This is an optimization exercise on Yosys and OpenROAD, whose aim is small area, not a production implementation. Only simulation tests tie the RTL to the original design; equivalence was not proved. Power figures rest on the tool's default switching activity, not on a simulated workload.

Setup of run 1:
Design decode_issue_queue, start of the top module:
module decode_issue_queue #(
  parameter int DEPTH = 8
) (
  input  logic        clk,
  input  logic        resetn,
  input  logic        flush,
  input  logic [1:0]  in_en,
  input  logic [63:0] in_instr,
  input  logic [63:0] in_pcplus4,
  input  logic [1:0]  in_exc,
  input  logic [1:0]  in_pred,
  output logic        in_ready,
  output logic [1:0]  out_valid,
  output logic [63:0] out_instr,
  output logic [63:0] out_pcplus4,
  output logic [1:0]  out_exc,
  output logic [1:0]  out_pred,
  input  logic        out_ready
);
  localparam int PW = $clog2(DEPTH);
  localparam int CW = PW + 1;
  localparam int RW = PW - 1;       
  localparam int NR = DEPTH / 2;    
  localparam int EW = 66;           
  typedef struct packed {
    logic [31:0] instr;
    logic [31:0] pc4;
    logic        exc;
    logic        pred;
  } entry_t;
  logic [PW-1:0] r_tail;
  logic          r_h0;                   
  logic [NR-1:0] r_hsel_ev, r_hsel_od;    
  ...
Size: ~2300 cells after synthesis.
export LEC_CHECK = 0
export CAP_MARGIN = 5
export CORE_MARGIN = 2
export CORE_UTILIZATION = 40
export SLEW_MARGIN = 5
create_clock -name core_clock -period 6.0 [get_ports {clk}]
standard.sh (not shown) runs the stock make flow with config.mk's settings and CLKGATE_MAP_FILE= SYNTH_SCRIPT=/design/flow/synth_recipe.tcl, a recipe that flattens the netlist after the stock synthesis.
==> flow/flow/run.sh <==
#!/bin/bash
# Standard synthesis (the standard.sh synth, unchanged), then the combinational logic is
# re-mapped by ABC for area with every register kept as synthesis made it, then the standard flow's
# standard layout from floorplan on, with these knobs: port buffers use the smallest buffer
# cell, and CTS uses larger sink clusters without dummy loads.
set -euo pipefail
here=$(pwd)
R=$here/orfs/results/$FLOW_PLATFORM/decode_issue_queue/base
LIB=$FLOW_HOME/platforms/$FLOW_PLATFORM/lib/sky130_fd_sc_hd__tt_025C_1v80.lib
export BUFFER_PORTS_ARGS="-buffer_cell sky130_fd_sc_hd__buf_1"
export CTS_ARGS="-sink_clustering_enable -repair_clock_nets -dont_use_dummy_load -sink_clustering_size 30 -sink_clustering_max_diameter 150 -buf_list {sky130_fd_sc_hd__clkbuf_8 sky130_fd_sc_hd__clkbuf_16}"

bash standard.sh synth > flow_synth.log 2>&1

cp $R/1_2_yosys.v $here/standard_1_2_yosys.v
# registers and tie cells of the standard netlist stay as they are
keep=$(grep -oE 'sky130_fd_sc_hd__(df|edf|sdf|dl|conb)[a-z0-9_]*' $here/standard_1_2_yosys.v | sort -u | tr '\n' ' ')
dont_use=$(sed -n '/DONT_USE_CELLS/,/^#/p' $FLOW_HOME/platforms/$FLOW_PLATFORM/config.mk | grep -oE 'sky130_fd_sc_hd__[a-z0-9_]+' | sed 's/^/-dont_use /' | tr '\n' ' ')
REMAP_LIB=$LIB REMAP_KEEP="$keep" REMAP_IN=$here/standard_1_2_yosys.v REMAP_OUT=$here/remap_1_2_yosys.v \
  REMAP_SCRIPT=$here/flow/remap.abc REMAP_DONT_USE="$dont_use" \
  yosys -c $here/flow/remap.tcl > flow_remap.log 2>&1
cp $here/remap_1_2_yosys.v $R/1_2_yosys.v
rm -f $R/1_synth.odb $R/1_synth.sdc

bash standard.sh finish > flow_make.log 2>&1
==> flow/flow/remap.abc <==
strash
dc2
dch -f
amap
strash
dc2
dch -f
amap
topo
==> flow/flow/remap.tcl <==
# Re-map the combinational logic of the standard synthesis netlist for area.
# The standard netlist's registers (and tie cells) are kept as they are: their library cells
# are held as hierarchy while every other cell is flattened into gates and mapped again by ABC.
set lib $::env(REMAP_LIB)
set top $::env(FLOW_TOP)
yosys read_liberty -ignore_miss_func $lib
set keep {}
foreach c [split $::env(REMAP_KEEP) " "] { if {$c ne ""} { lappend keep $c } }
if {[llength $keep] > 0} { yosys setattr -mod -set keep_hierarchy 1 {*}$keep }
yosys read_verilog $::env(REMAP_IN)
yosys hierarchy -top $top
yosys flatten
yosys opt -purge
yosys abc -liberty $lib -script $::env(REMAP_SCRIPT) {*}$::env(REMAP_DONT_USE)
yosys opt_clean -purge
yosys select $top
yosys write_verilog -noattr -noexpr -nohex -nodec -selected $::env(REMAP_OUT)
The inputs of run 2 differ from those of run 1 as listed below.
--- a/flow/flow/run.sh
+++ b/flow/flow/run.sh
@@ -2,5 +2,7 @@
 # Standard synthesis (the standard.sh synth, unchanged), then the combinational logic is
-# re-mapped by ABC for area with every register kept as synthesis made it, then the standard flow's
-# standard layout from floorplan on, with these knobs: port buffers use the smallest buffer
-# cell, and CTS uses larger sink clusters without dummy loads.
+# re-mapped by ABC for area with every register kept as synthesis made it (flow/remap.tcl,
+# flow/remap.abc), then the standard layout from floorplan on, with these knobs: the
+# floorplan step only strips buffers instead of resizing before placement, port buffers use
+# the smallest buffer cell, and CTS uses larger sink clusters without dummy loads.
+# Each tool's output goes to a log of its own: flow_synth.log, flow_remap.log, flow_make.log.
 set -euo pipefail
@@ -9,2 +11,3 @@
 LIB=$FLOW_HOME/platforms/$FLOW_PLATFORM/lib/sky130_fd_sc_hd__tt_025C_1v80.lib
+export REMOVE_ABC_BUFFERS=1
 export BUFFER_PORTS_ARGS="-buffer_cell sky130_fd_sc_hd__buf_1"
==> summary.txt <==
Between run 2 and run 1, it is run 2 whose number of optimization iterations in the first detailed-route pass is higher, by 1. Compared with run 1, run 2 shows a lower worst slack on hold paths. Taking run 1 as the reference point, the routed metal-1 wirelength of run 2 rises by 3.2%. Fraction of area in non-clock buffers: run 2 vs run 1, no meaningful difference. Relative to run 1, the count of instances resized after the clock tree is built of run 2 is lower by 5. Compared run 1 against run 2; post-route cell area within noise. Critical path depth (run 2 over run 1): decrease, 4.
## Diff of input files: run 3 against run 2
- a change of CORE_UTILIZATION from 40 to 30
==> comparison <==
All of run 3 and run 2 finish clean.
What run 3 reported for maximum vdd ir drop has to be multiplied by 0.867 to get the figure for run 2.
Fmax (run 3 over run 2): increase, 0.55%
Between run 3 and run 2, the clock network fraction of total power figures differ only marginally.
Of run 3 and run 2, the run reporting the higher wire length was run 3.
Critical path endpoint = out_valid[1]: run 2; critical path endpoint = out_valid[0]: run 3
Comparing run 3 and run 2, the higher detailed-route via count was measured on run 2.
| initial antenna violation count | run 3 vs run 2 | 10 higher |
Min die area across run 3 and run 2: run 2
What run 4 does differently from run 3 at the input level:
- a change of CORE_UTILIZATION from 30 to 40
--- a/flow/flow/run.sh
+++ b/flow/flow/run.sh
@@ -13,3 +13,3 @@
 export BUFFER_PORTS_ARGS="-buffer_cell sky130_fd_sc_hd__buf_1"
-export CTS_ARGS="-sink_clustering_enable -repair_clock_nets -dont_use_dummy_load -sink_clustering_size 30 -sink_clustering_max_diameter 150 -buf_list {sky130_fd_sc_hd__clkbuf_8 sky130_fd_sc_hd__clkbuf_16}"
+export CTS_ARGS="-sink_clustering_enable -repair_clock_nets -dont_use_dummy_load -sink_clustering_size 16 -sink_clustering_max_diameter 150 -sink_clustering_buffer sky130_fd_sc_hd__clkbuf_8 -tree_buf sky130_fd_sc_hd__clkbuf_16 -buf_list {sky130_fd_sc_hd__clkbuf_8 sky130_fd_sc_hd__clkbuf_16}"
 
- The post-layout total power in run 4 sits 0.55% above the value recorded for run 3.
- Final instance area: run 4 better than run 3
- From run 3 to run 4 the numbers moved as follows: number of fill cells in the layout now smaller, number of cells after detailed placement decreased by about 7% relative to the old numbers, pre-CTS setup slack shrank by 0.12 ns, number of cells on the worst reg-to-reg path went down by 4.
- Compared with run 3, run 4 shows a lower non-clock buffer total of the final layout.
- Changes observed in run 4 relative to run 3: global-route usage now larger, switching power share of the total now larger.
Setup changes, run 4 to run 5
- a change of CORE_UTILIZATION from 40 to 55
--- a/flow/flow/run.sh
+++ b/flow/flow/run.sh
@@ -13,3 +13,3 @@
 export BUFFER_PORTS_ARGS="-buffer_cell sky130_fd_sc_hd__buf_1"
-export CTS_ARGS="-sink_clustering_enable -repair_clock_nets -dont_use_dummy_load -sink_clustering_size 16 -sink_clustering_max_diameter 150 -sink_clustering_buffer sky130_fd_sc_hd__clkbuf_8 -tree_buf sky130_fd_sc_hd__clkbuf_16 -buf_list {sky130_fd_sc_hd__clkbuf_8 sky130_fd_sc_hd__clkbuf_16}"
+export CTS_ARGS="-sink_clustering_enable -repair_clock_nets -dont_use_dummy_load -sink_clustering_size 30 -sink_clustering_max_diameter 150 -buf_list {sky130_fd_sc_hd__clkbuf_8 sky130_fd_sc_hd__clkbuf_16}"
 
Findings:
- Sort run 4 and run 5 by worst-case setup margin in the final layout, descending, and run 4 comes first.
- The maximum fanout count along the critical path number comes out higher for run 5 vs run 4.
- For run 4 and run 5, there was not a single run that failed to finish clean.
- [compare] base=run 4 new=run 5: total number of cells along the worst setup path picked up an extra 4; final critical path time including I/O delays and setup picked up an extra 0.018 ns; highest clock rate lost 0.31%; routed wire length lost 6.7%.

[what the ideal ports hide]
The flow's constraints put no driver on any port. The routed layouts listed below were extracted and timed again, unchanged, in two steps.
Step 1 assumes that a clkbuf_16 drives the clock port and a buf_2 every other input.
Step 2 also shifts input and output timing later by t, the mid clock arrival at the registers, as if the neighbouring blocks saw the same clock.
Slacks: no drivers / after step 1 / after step 2; pairs: no drivers / after step 1.
| run | shift t [ns] | slack for setup (ns) | worst data-port slew with drivers (ns) |
|---|---|---|---|
| run 1 | 0.609 | 0.247 / 0.191 / 0.799 | 0.11 |
| run 2 | 0.609 | 0.201 / 0.142 / 0.751 | 0.07 |
| run 3 | 0.625 | 0.233 / 0.170 / 0.794 | 0.13 |
| run 4 | 0.613 | 0.187 / 0.127 / 0.739 | 0.06 |
| run 5 | 0.599 | 0.169 / 0.110 / 0.710 | 0.08 |
After both steps every run listed still meets setup and hold.
